This design comes from an exercise in tuning for small area on the open sky130 flow, not from production work.
In this exercise RTL edits were held to simulation tests only and were not proved equivalent to the original.
Power is estimated from default activity; no workload was simulated.

## fifo_kband_out_sc
module fifo_kband_out_sc #(
    parameter int IN_WIDTH   = 512,
    parameter int RATIO      = 4,
    parameter int DEPTH      = 8,
    parameter int AF_THRESH  = 6,
    parameter int SHOW_AHEAD = 0
) (
    input  logic                                clk,
    input  logic                                reset,
    input  logic [IN_WIDTH-1:0]                 data,
    input  logic                                wrreq,
    input  logic                                rdreq,
    output logic [IN_WIDTH/RATIO-1:0]           q,
    output logic [$clog2(DEPTH+1)-1:0]          wrusedw,
    output logic [$clog2(DEPTH*RATIO+1)-1:0]    rdusedw,
    output logic                                rdempty,
    output logic                                wrfull,
    output logic                                almost_full,
    output logic                                overflow,
    output logic                                underflow
);
For scale: ~6500 cells after synthesis, about 4200 flip-flops, roughly 660 I/O pins, roughly 150000 µm² of cells after synthesis.
==> flow/config.mk <==
export PLATFORM = sky130hd
export DESIGN_NAME = fifo_kband_out_sc
export DESIGN_NICKNAME = fifo_kband_out_sc
export VERILOG_FILES = /design/flow/design.v
export SDC_FILE = /design/flow/constraint.sdc
export NUM_CORES = 4
export LEC_CHECK = 0
export CAP_MARGIN = 20
export CORE_MARGIN = 2
export CORE_UTILIZATION = 60
export CTS_BUF_LIST = sky130_fd_sc_hd__clkbuf_8
export CTS_CLUSTER_DIAMETER = 60
export CTS_CLUSTER_SIZE = 16
export PLACE_DENSITY = 0.72
export SLEW_MARGIN = 20
export SYNTH_HIERARCHICAL = 1
export SYNTH_MINIMUM_KEEP_SIZE = 0
==> flow/constraint.sdc <==
create_clock -name core_clock -period 6.0 [get_ports {clk}]
set_input_delay 1.2000 -clock core_clock [delete_from_list [all_inputs] [get_ports {clk}]]
set_output_delay 1.2000 -clock core_clock [all_outputs]
set_load 0.01 [all_outputs]
standard.sh (not shown) runs the stock make flow with config.mk's settings and CLKGATE_MAP_FILE= SYNTH_SCRIPT=/design/flow/synth_recipe.tcl, a recipe that flattens the netlist after the stock synthesis.
==> flow/flow/run.sh <==
#!/bin/bash
# Own layout flow: the standard ORFS flow (standard synthesis unchanged),
# with two layout-only changes:
#   * port buffers use the smallest buffer cell instead of ORFS's default pick;
#   * clock tree synthesis does not add dummy loads.
# All make/tool output goes to flow_make.log in the work folder; ORFS's own
# per-step logs stay under orfs/logs/.
set -euo pipefail
cts_args="-sink_clustering_enable -repair_clock_nets -dont_use_dummy_load"
cts_args+=" -sink_clustering_size 16 -sink_clustering_max_diameter 60"
cts_args+=" -buf_list {sky130_fd_sc_hd__clkbuf_8}"
bash standard.sh \
    "BUFFER_PORTS_ARGS=-buffer_cell sky130_fd_sc_hd__buf_1" \
    "CTS_ARGS=$cts_args" \
    finish > flow_make.log 2>&1
The first run produced a clean layout.
Edit:
==> flow/run.sh (new file) <==
#!/bin/bash
# synth_recipe.tcl (not shown) runs the flow's synth.tcl, then flattens the netlist and writes it again
# the make line also repeats each setting of config.mk as NAME=value (left out here)
make -C /OpenROAD-flow-scripts/flow DESIGN_CONFIG=/design/flow/config.mk WORK_HOME=/design/flow/orfs CLKGATE_MAP_FILE= SYNTH_SCRIPT=/design/flow/synth_recipe.tcl finish
removed: flow/flow/run.sh
removed: flow/standard.sh
Core utilization is higher by 2.3 points.
Die area stays the same.
Setup slack degrades by 550 ps.
Via count rose slightly.
Final cell count rose by a few percent.
Maximum frequency shrinks by about a fifth.
Routed wire length goes up slightly.
Sequential share of layout area goes down by 2.7 points.
Final area grows by a few percent.
Clock skew shrinks by 74 ps.
Edit:
==> flow/flow/run.sh (new file) <==
#!/bin/bash
# Own layout flow: the standard ORFS flow (standard synthesis unchanged),
# with two layout-only changes:
#   * port buffers use the smallest buffer cell instead of ORFS's default pick;
#   * clock tree synthesis does not add dummy loads.
# All make/tool output goes to flow_make.log in the work folder; ORFS's own
# per-step logs stay under orfs/logs/.
set -euo pipefail
cts_args="-sink_clustering_enable -repair_clock_nets -dont_use_dummy_load"
cts_args+=" -sink_clustering_size 16 -sink_clustering_max_diameter 60"
cts_args+=" -buf_list {sky130_fd_sc_hd__clkbuf_8}"
bash standard.sh \
    "BUFFER_PORTS_ARGS=-buffer_cell sky130_fd_sc_hd__buf_1" \
    "CTS_ARGS=$cts_args" \
    finish > flow_make.log 2>&1
==> flow/standard.sh (new file) <==
#!/bin/bash
# synth_recipe.tcl (not shown) runs the flow's synth.tcl, then flattens the netlist and writes it again
# the make line also repeats each setting of config.mk as NAME=value (left out here)
make -C /OpenROAD-flow-scripts/flow DESIGN_CONFIG=/design/flow/config.mk WORK_HOME=/design/flow/orfs CLKGATE_MAP_FILE= SYNTH_SCRIPT=/design/flow/synth_recipe.tcl "${@:-finish}"
CORE_UTILIZATION = 70   (was 60)
PLACE_DENSITY = 0.8   (was 0.72)
removed: flow/run.sh
Result: The new run ran to the end with no violations; power is lower by a few percent; register-to-register slack gains 40 ps; area after synthesis does not change; global-route usage is higher by 4.7 points; fmax is higher by about a fifth; flip-flop and latch count stays the same; critical path depth is lower by 1.
Edit:
--- a/flow/flow/run.sh
+++ b/flow/flow/run.sh
@@ -8,6 +8,6 @@
 set -euo pipefail
 cts_args="-sink_clustering_enable -repair_clock_nets -dont_use_dummy_load"
-cts_args+=" -sink_clustering_size 16 -sink_clustering_max_diameter 60"
-cts_args+=" -buf_list {sky130_fd_sc_hd__clkbuf_8}"
+cts_args+=" -sink_clustering_size 28 -sink_clustering_max_diameter 80"
+cts_args+=" -buf_list {sky130_fd_sc_hd__clkbuf_16}"
 bash standard.sh \
     "BUFFER_PORTS_ARGS=-buffer_cell sky130_fd_sc_hd__buf_1" \
CORE_UTILIZATION = 60   (was 70)
CTS_BUF_LIST = sky130_fd_sc_hd__clkbuf_16   (was sky130_fd_sc_hd__clkbuf_8)
CTS_CLUSTER_DIAMETER = 80   (was 60)
CTS_CLUSTER_SIZE = 28   (was 16)
PLACE_DENSITY = 0.72   (was 0.8)
Synthesized cell count is unchanged.
Wire length went up by a few percent.
Total power went up slightly.
Sequential cell count does not change.
Cell area went up slightly.
Setup slack degrades by 110 ps.
First-iteration DRC count went down by roughly a tenth.
Utilization went down by 10 points.
Maximum frequency went down by a few percent.
Area after synthesis does not change.
Worst hold slack improves by 120 ps.

-- port drivers added, routing unchanged --
No port has a modelled driver above. Below, the same layouts with a new extraction and two added sets of constraints.
Step 1 sets driving cells, clkbuf_16 on the clock port and buf_2 on the other inputs (assumed; they add their load-dependent delay and slew).
Step 2 moves the port delays by t, midway between the first and last clock arrival at a register: inputs arrive t later, outputs are due t later. That takes back most of the time a late clock gives input paths.
Three values: ideal ports, drivers, drivers and shift; two values: the first two.
| run | t (ns) | setup WS [ns] | hold slack, ns | worst setup path after step 2 | latest minus earliest clock arrival (ns) |
|---|---|---|---|---|---|
| the first run | 1.177 | 2.759 / 2.745 / 1.715 | 0.312 / 0.248 / 0.402 | input to register | 0.158 / 0.158 |
| the second run | 1.196 | 2.204 / 2.282 / 1.086 | 0.457 / 0.457 / 0.457 | input to register | 0.104 / 0.103 |
| the third run | 1.178 | 2.672 / 2.661 / 1.606 | 0.320 / 0.261 / 0.435 | input to register | 0.102 / 0.102 |
| the fourth run | 0.948 | 2.558 / 2.631 / 1.682 | 0.435 / 0.435 / 0.435 | input to register | 0.121 / 0.121 |
After both steps setup and hold are still met in every run listed. For the second run, which loses most, drivers alone change the setup slack by +0.078 ns; drivers and shift together by -1.118 ns.
